What follows belongs to an exercise in optimizing a design on an open flow for small area; a production flow would make more cautious choices.
In this exercise RTL edits were held to simulation tests only and were not proved equivalent to the original.
Power is estimated from default activity; no workload was simulated.

File: design/flow/config.mk
export PLATFORM = sky130hd
export DESIGN_NAME = streebog_block_packer
export DESIGN_NICKNAME = streebog_block_packer
export VERILOG_FILES = /design/flow/design.v
export SDC_FILE = /design/flow/constraint.sdc
export NUM_CORES = 4
export LEC_CHECK = 0
export CAP_MARGIN = 20
export CORE_MARGIN = 2
export CORE_UTILIZATION = 40
export SLEW_MARGIN = 20
File: design/flow/design.v
package streebog_pkg;
  localparam int BLOCK_BITS = 512;
  localparam int LEN_W      = 10;
  function automatic logic [BLOCK_BITS-1:0] pad_mask(input logic [LEN_W-1:0] len);
    logic [BLOCK_BITS-1:0] ones;
    ones = '1;
    pad_mask = ~(ones << len);
  endfunction
  function automatic logic [BLOCK_BITS-1:0] pad_block(input logic [BLOCK_BITS-1:0] data,
                                                      input logic [LEN_W-1:0]      len);
    logic [BLOCK_BITS-1:0] one;
    one = BLOCK_BITS'(1);
    pad_block = (data & pad_mask(len)) | (one << len);
  endfunction
endpackage
module streebog_block_fifo #(
  parameter int DEPTH = 2,
  parameter int WIDTH = 523
) (
  input  logic             clk_i,
  input  logic             rstn_i,
  input  logic             clear_i,
  input  logic             push_i,
  input  logic [WIDTH-1:0] data_i,
  input  logic             pop_i,
  output logic [WIDTH-1:0] data_o,
  output logic             valid_o,
  output logic             full_o
);
  localparam int PTR_W = (DEPTH > 1) ? $clog2(DEPTH) : 1;
  localparam int CNT_W = $clog2(DEPTH + 1);
  logic [WIDTH-1:0] mem_q [DEPTH];
  logic [PTR_W-1:0] wr_ptr_q, rd_ptr_q;
  logic [CNT_W-1:0] count_q;
  logic             do_push, do_pop;
  function automatic logic [PTR_W-1:0] next_ptr(input logic [PTR_W-1:0] p);
    next_ptr = (p == PTR_W'(DEPTH - 1)) ? '0 : p + PTR_W'(1);
  endfunction
  assign valid_o = (count_q != '0);
  assign full_o  = (count_q == CNT_W'(DEPTH));
  assign data_o  = mem_q[rd_ptr_q];
  assign do_pop  = pop_i && valid_o;
  assign do_push = push_i && (!full_o || do_pop);
  always_ff @(posedge clk_i or negedge rstn_i) begin
    if (!rstn_i) begin
      for (int i = 0; i < DEPTH; i++) mem_q[i] <= '0;
      wr_ptr_q <= '0;
      rd_ptr_q <= '0;
      count_q  <= '0;
    end else if (clear_i) begin
      wr_ptr_q <= '0;
      rd_ptr_q <= '0;
      count_q  <= '0;
    end else begin
      if (do_push) begin
        mem_q[wr_ptr_q] <= data_i;
        wr_ptr_q        <= next_ptr(wr_ptr_q);
      end
      if (do_pop) rd_ptr_q <= next_ptr(rd_ptr_q);
      if (do_push && !do_pop)      count_q <= count_q + CNT_W'(1);
      else if (!do_push && do_pop) count_q <= count_q - CNT_W'(1);
    end
  end
endmodule
module streebog_block_packer #(
  parameter int IN_WIDTH  = 64,
  parameter int OUT_DEPTH = 2
) (
  input  logic                               clk_i,
  input  logic                               rstn_i,
  input  logic                               abort_i,
  input  logic [IN_WIDTH-1:0]                s_data_i,
  input  logic                               s_valid_i,
  output logic                               s_ready_o,
  input  logic                               s_last_i,
  input  logic [$clog2(IN_WIDTH/8+1)-1:0]    s_nbytes_i,
  output logic [511:0]                       m_data_o,
  output logic                               m_valid_o,
  input  logic                               m_ready_i,
  output logic                               m_last_o,
  output logic [9:0]                         m_last_len_o,
  output logic                               busy_o
);
  localparam int WPB     = streebog_pkg::BLOCK_BITS / IN_WIDTH;
  localparam int CNT_W   = (WPB > 1) ? $clog2(WPB) : 1;
  localparam int ENTRY_W = streebog_pkg::BLOCK_BITS + 1 + streebog_pkg::LEN_W;
  logic [CNT_W-1:0]      cnt_q, cnt_d;
  logic [streebog_pkg::BLOCK_BITS-1:0] asm_q, asm_d;
  logic                  ready_q;
  logic                  closes, accept, push;
  logic                  fifo_full, fifo_valid;
  logic [streebog_pkg::BLOCK_BITS-1:0] blk, push_data;
  logic [streebog_pkg::LEN_W-1:0]      last_len, push_len;
  logic                  push_last;
  logic [ENTRY_W-1:0]    fifo_din, fifo_dout;
  assign closes    = s_last_i || (cnt_q == CNT_W'(WPB - 1));
  assign s_ready_o = ready_q && (!closes || !fifo_full || m_ready_i);
  assign accept    = s_valid_i && s_ready_o && !abort_i;
  assign push      = accept && closes;
  always_comb begin
    blk = asm_q;
    for (int k = 0; k < WPB; k++) begin
      if (cnt_q == CNT_W'(k)) blk[k*IN_WIDTH +: IN_WIDTH] = s_data_i;
    end
    asm_d = accept ? blk : asm_q;
    last_len = streebog_pkg::LEN_W'(cnt_q) * streebog_pkg::LEN_W'(IN_WIDTH) + (streebog_pkg::LEN_W'(s_nbytes_i) << 3);
    if (s_last_i) begin
      push_data = streebog_pkg::pad_block(blk, last_len);
      push_len  = last_len;
      push_last = 1'b1;
    end else begin
      push_data = blk;
      push_len  = streebog_pkg::LEN_W'(streebog_pkg::BLOCK_BITS);
      push_last = 1'b0;
    end
    cnt_d = cnt_q;
    if (abort_i)     cnt_d = '0;
    else if (accept) cnt_d = closes ? '0 : cnt_q + CNT_W'(1);
  end
  always_ff @(posedge clk_i or negedge rstn_i) begin
    if (!rstn_i) begin
      cnt_q   <= '0;
      asm_q   <= '0;
      ready_q <= 1'b0;
    end else begin
      cnt_q   <= cnt_d;
      asm_q   <= asm_d;
      ready_q <= 1'b1;
    end
  end
  assign fifo_din = {push_last, push_len, push_data};
  streebog_block_fifo #(
    .DEPTH (OUT_DEPTH),
    .WIDTH (ENTRY_W)
  ) u_fifo (
    .clk_i   (clk_i),
    .rstn_i  (rstn_i),
    .clear_i (abort_i),
    .push_i  (push),
    .data_i  (fifo_din),
    .pop_i   (m_ready_i),
    .data_o  (fifo_dout),
    .valid_o (fifo_valid),
    .full_o  (fifo_full)
  );
  assign m_valid_o    = fifo_valid;
  assign m_data_o     = fifo_dout[streebog_pkg::BLOCK_BITS-1:0];
  assign m_last_len_o = fifo_dout[streebog_pkg::BLOCK_BITS +: streebog_pkg::LEN_W];
  assign m_last_o     = fifo_dout[ENTRY_W-1];
  assign busy_o       = (cnt_q != '0) || fifo_valid;
endmodule
File: design/flow/constraint.sdc
create_clock -name core_clock -period 6.0 [get_ports {clk_i}]
set_input_delay 1.2000 -clock core_clock [delete_from_list [all_inputs] [get_ports {clk_i}]]
set_output_delay 1.2000 -clock core_clock [all_outputs]
set_load 0.01 [all_outputs]
File: design/flow/run.sh
#!/bin/bash
# synth_recipe.tcl (not shown) runs the flow's synth.tcl, then flattens the netlist and writes it again
# the make line also repeats each setting of config.mk as NAME=value (left out here)
make -C /OpenROAD-flow-scripts/flow DESIGN_CONFIG=/design/flow/config.mk WORK_HOME=/design/flow/orfs CLKGATE_MAP_FILE= SYNTH_SCRIPT=/design/flow/synth_recipe.tcl finish
==> reports/summary.txt <==
First-pass GRT wire length = 361,000 um
Core area = 181,000 um^2
Synth warn = 3
Setup tns final = 0 ns
RePlAce Congestion = 0.824
Layout cell share with drive strength beyond 1 = 31.1%
Initial antenna violation count = 14
Crit-path cells = ha_4, or2_0, a21boi_0, clkdlybuf4s50_1
Post-DP HPWL = 159,000 um
Via count = 50,800
Longest Clk Path Bufs = 3
Setup violators final = 0
Slew Viols, Final = 0
Reg power frac = 45.3%
Post_cts resized = 0
Avg WL per Cell = 28.3 um
P per Cell Area = 289 nW/um^2
Number of global-route vias before repair = 51,500
# clock sinks = 1,560
Number of remaining DRC errors = 0
Worst path max stage delay = 0.91 ns
Gr ovfl total = 0
Drt via density = 5.79
EDFF count, synth = 0
Power, Total = 25.1 mW
Die area = 186,000 um^2
Clk_skew = 0.0372 ns
CP Max Fanout = 32
Synth Flop Type = dfrtp_1
Worst Slack Setup Final = 0.852 ns
IO Port Bufs = 596
Setup Fix Bufs, Post-CTS = 0
CTS tree = built
Cell row count = 156
LEAKAGE = 40.0 nW
Status = no timing/DRC/antenna violations
CP required = 4.80 ns
Crit-path slowest cell = dfrtp_1
Max H-tree Level = 4
CTS buffer count = 175
Largest net degree at the start of global routing = 167
Slew HR = 21.8%
Clk latency of the worst-skew pair = 0.84 ns
Class of the most critical setup path = reg2out
Post-synth design cell area = 73,100 um^2
Post-DP Area = 81,100 um^2
Slew @ Worst Pin = 1.17 ns
Startpoint types = flop
First drt pass iteration count = 6
Combinational power share = 12.1%
Switching power = 6.50 mW
Routed WL = 248,000 um
Antenna Nets Post-Route = 0
Max Fclk = 194 MHz
Unrepaired setup endpoints after global routing = false
1st-iter DRT viols = 3,938
Fill cells = 16,100
Max Cap Viol = 0
Crit share post-route = 85.8%
Switching portion of total power = 25.9%
Max IR drop VDD = 0.242 mV
Clock power frac = 42.6%
GR Util All Layers = 26.2%
Fin nets = 6,339
Final hold vios = 0
Syn avg cell area = 12.4 um^2
Post-synthesis cell type count = 78
Final Cell Area = 86,800 um^2
Die X = 432 um
Synthesized instance count = 5,875
Height of the chip = 432 um
Clk root buf = clkbuf_16
Asr flop ratio synth = 100%
Area Growth Syn to Fin = 18.8%
Worst setup EP type = primary output
Min cycle time layout = 5.15 ns
CTS Hold Bufs = 0
Arrival time of the worst setup path = 3.95 ns
DP Worst Slack = 1.37 ns
Int Pwr = 18.6 mW
Sequential area share after synthesis = 53.4%
Number of synthesized register bits = 1,560
Clock transition at path regs = 0.06 ns
HP Class = in2async
I/O pins = 600
Initial Util = 40.4%
cell usage in the layout, fill, tap and decap left out, types with 20 or more instances in the layout:
cell type	count
nor2_1	156
clkbuf_1	41
buf_12	30
o31ai_1	28
nand3_1	20
nand2_1	564
mux2_2	1499
clkinv_2	28
buf_4	102
nor4_1	20
o21ai_0	198
mux2i_1	322
a22o_1	283
a221oi_1	36
a221o_1	31
a21oi_1	179
clkbuf_8	37
clkbuf_16	175
dfrtp_1	1559
clkdlybuf4s50_1	589
a21o_1	49
a31oi_1	169
kinds of logic (layout without fill, tap and decap cells):
kind of cell / Yosys count / in the layout / share of synthesized area, %
adder cells (fa/ha/maj): 8 / 8 / 0.137
other: 2 / 14 / 0.0103
XOR/XNOR: 2 / 2 / 0.0240
buffers and inverters: 538 / 1050 / 3.66
AND/OR/NAND/NOR: 880 / 880 / 5.10
multiplexers: 1830 / 1830 / 27.6
flip-flops: 1560 / 1560 / 53.4
AO/OA/AOI/OAI: 1055 / 1055 / 10.0
final timing paths:
check / from / endpoint / slack [ns] / cells after the start
max reg2reg: cnt_q[2] / asm_q[18] / 1.47 / 6
max in group asynchronous: rstn_i / u_fifo.rd_ptr_q / 4.02 / 2
min reg2reg: u_fifo.mem_q[1][178] / u_fifo.mem_q[1][178] / 0.47 / 2
max: cnt_q[2] / s_ready_o / 0.85 / 4
min: rstn_i / asm_q[476] / 0.42 / 1
min in group core_clock: u_fifo.mem_q[1][178] / u_fifo.mem_q[1][178] / 0.47 / 2
registers in the layout (all words and copies together) (netlist names):
signal	flops
asm_q	512
cnt_q	3
ready_q	1
u_fifo.count_q	2
u_fifo.mem_q	1040
u_fifo.rd_ptr_q	1
u_fifo.wr_ptr_q	1
per-layer routing:
layer / global-route usage [%] / wire (um) / vias to the layer above
met5: 0 / 7 / -
met4: 13.4 / 13100 / 2
met3: 3.94 / 12100 / 426
met2: 41.8 / 117000 / 1532
met1: 34.7 / 106000 / 26700
li1: - / - / 22100
power groups by stage:
stage,registers (mW),clock network [mW],logic [mW]
2_1_floorplan,11.5,0,1.49
3_3_place_gp,11.5,0,3.02
3_5_place_dp,11.5,0,3.06
4_1_cts,11.4,10.9,3.07
5_1_grt,11.4,11.3,3.22
6_report,11.4,10.7,3.04
critical path, delay by kind of cell, from the launching register on:
kind | cells | cell delay [ns]
buf+inv | 1 | 0.72
fa+ha+maj | 1 | 0.78
flops | 1 | 0.91
compound gates | 1 | 0.27
simple gates | 1 | 0.41
synth_stat cells, drive strengths merged, types with 5 or more instances:
cell,number,area (um^2)
a211o,9,78.8
or2,8,50.1
a31o,6,52.6
o21a,5,37.5
o221ai,6,52.6
dfrtp,1560,39000
a221oi,36,315
mux2,1508,17000
and2,20,125
o21ai,206,1030
nor4,23,150
mux2i,322,3220
o31ai,34,255
nor2,158,596
nand2,572,2160
nand2b,8,50.1
a21oi,181,921
nand4,10,68.8
a22o,283,2480
buf,276,1690
and3,17,106
a31oi,175,1130
a211oi,8,75.1
or3,7,43.8
a21o,49,368
nand3,23,130
clkbuf,251,945
inv,11,41.3
a221o,31,310
ha,8,100
nor3,15,95.1
area by class of cell:
class                           count  area (um^2)  area share, %
Antenna cell                       10         25.0         0.0288
Clock buffer                      253         5040           5.81
Clock inverter                     56          657          0.756
Inverter                           11         41.3         0.0475
Multi-Input combinational cell   3779        31700           36.5
Sequential cell                  1560        39000           45.0
Tap cell                         2370         2970           3.41
Timing Repair Buffer              730         7350           8.46
metrics by stage:
stage	utilization [%]	hold WS, ns	std cells
finish	47.9	0.417	8769
detailed placement	44.8	0.461	8449
global placement	44.8	0.455	8448
global route	47.9	0.444	8766
CTS	47.9	0.408	8758
floorplan	-	0.443	5877

port drivers added, routing unchanged:
The flow's constraints put no driver on any port. The routed layout listed below was extracted and timed again, unchanged, in two steps. Step 1 assumes that a clkbuf_16 drives the clock port and a buf_2 every other input. Step 2, shift: input delay + t, output delay - t, t = (earliest + latest rising clock arrival at the registers) / 2. This alone moves slack from input paths to output paths. Three values: ideal ports, drivers, drivers and shift; two values: the first two.
t, ns: 0.913
setup slack, ns: 0.852 / 0.760 / 1.207
slew at the worst register clock pin (ns): 0.07 / 0.07
After both steps this run still meets setup and hold. The setup slack of this run moves by -0.092 ns with the drivers and by +0.355 ns with both steps.
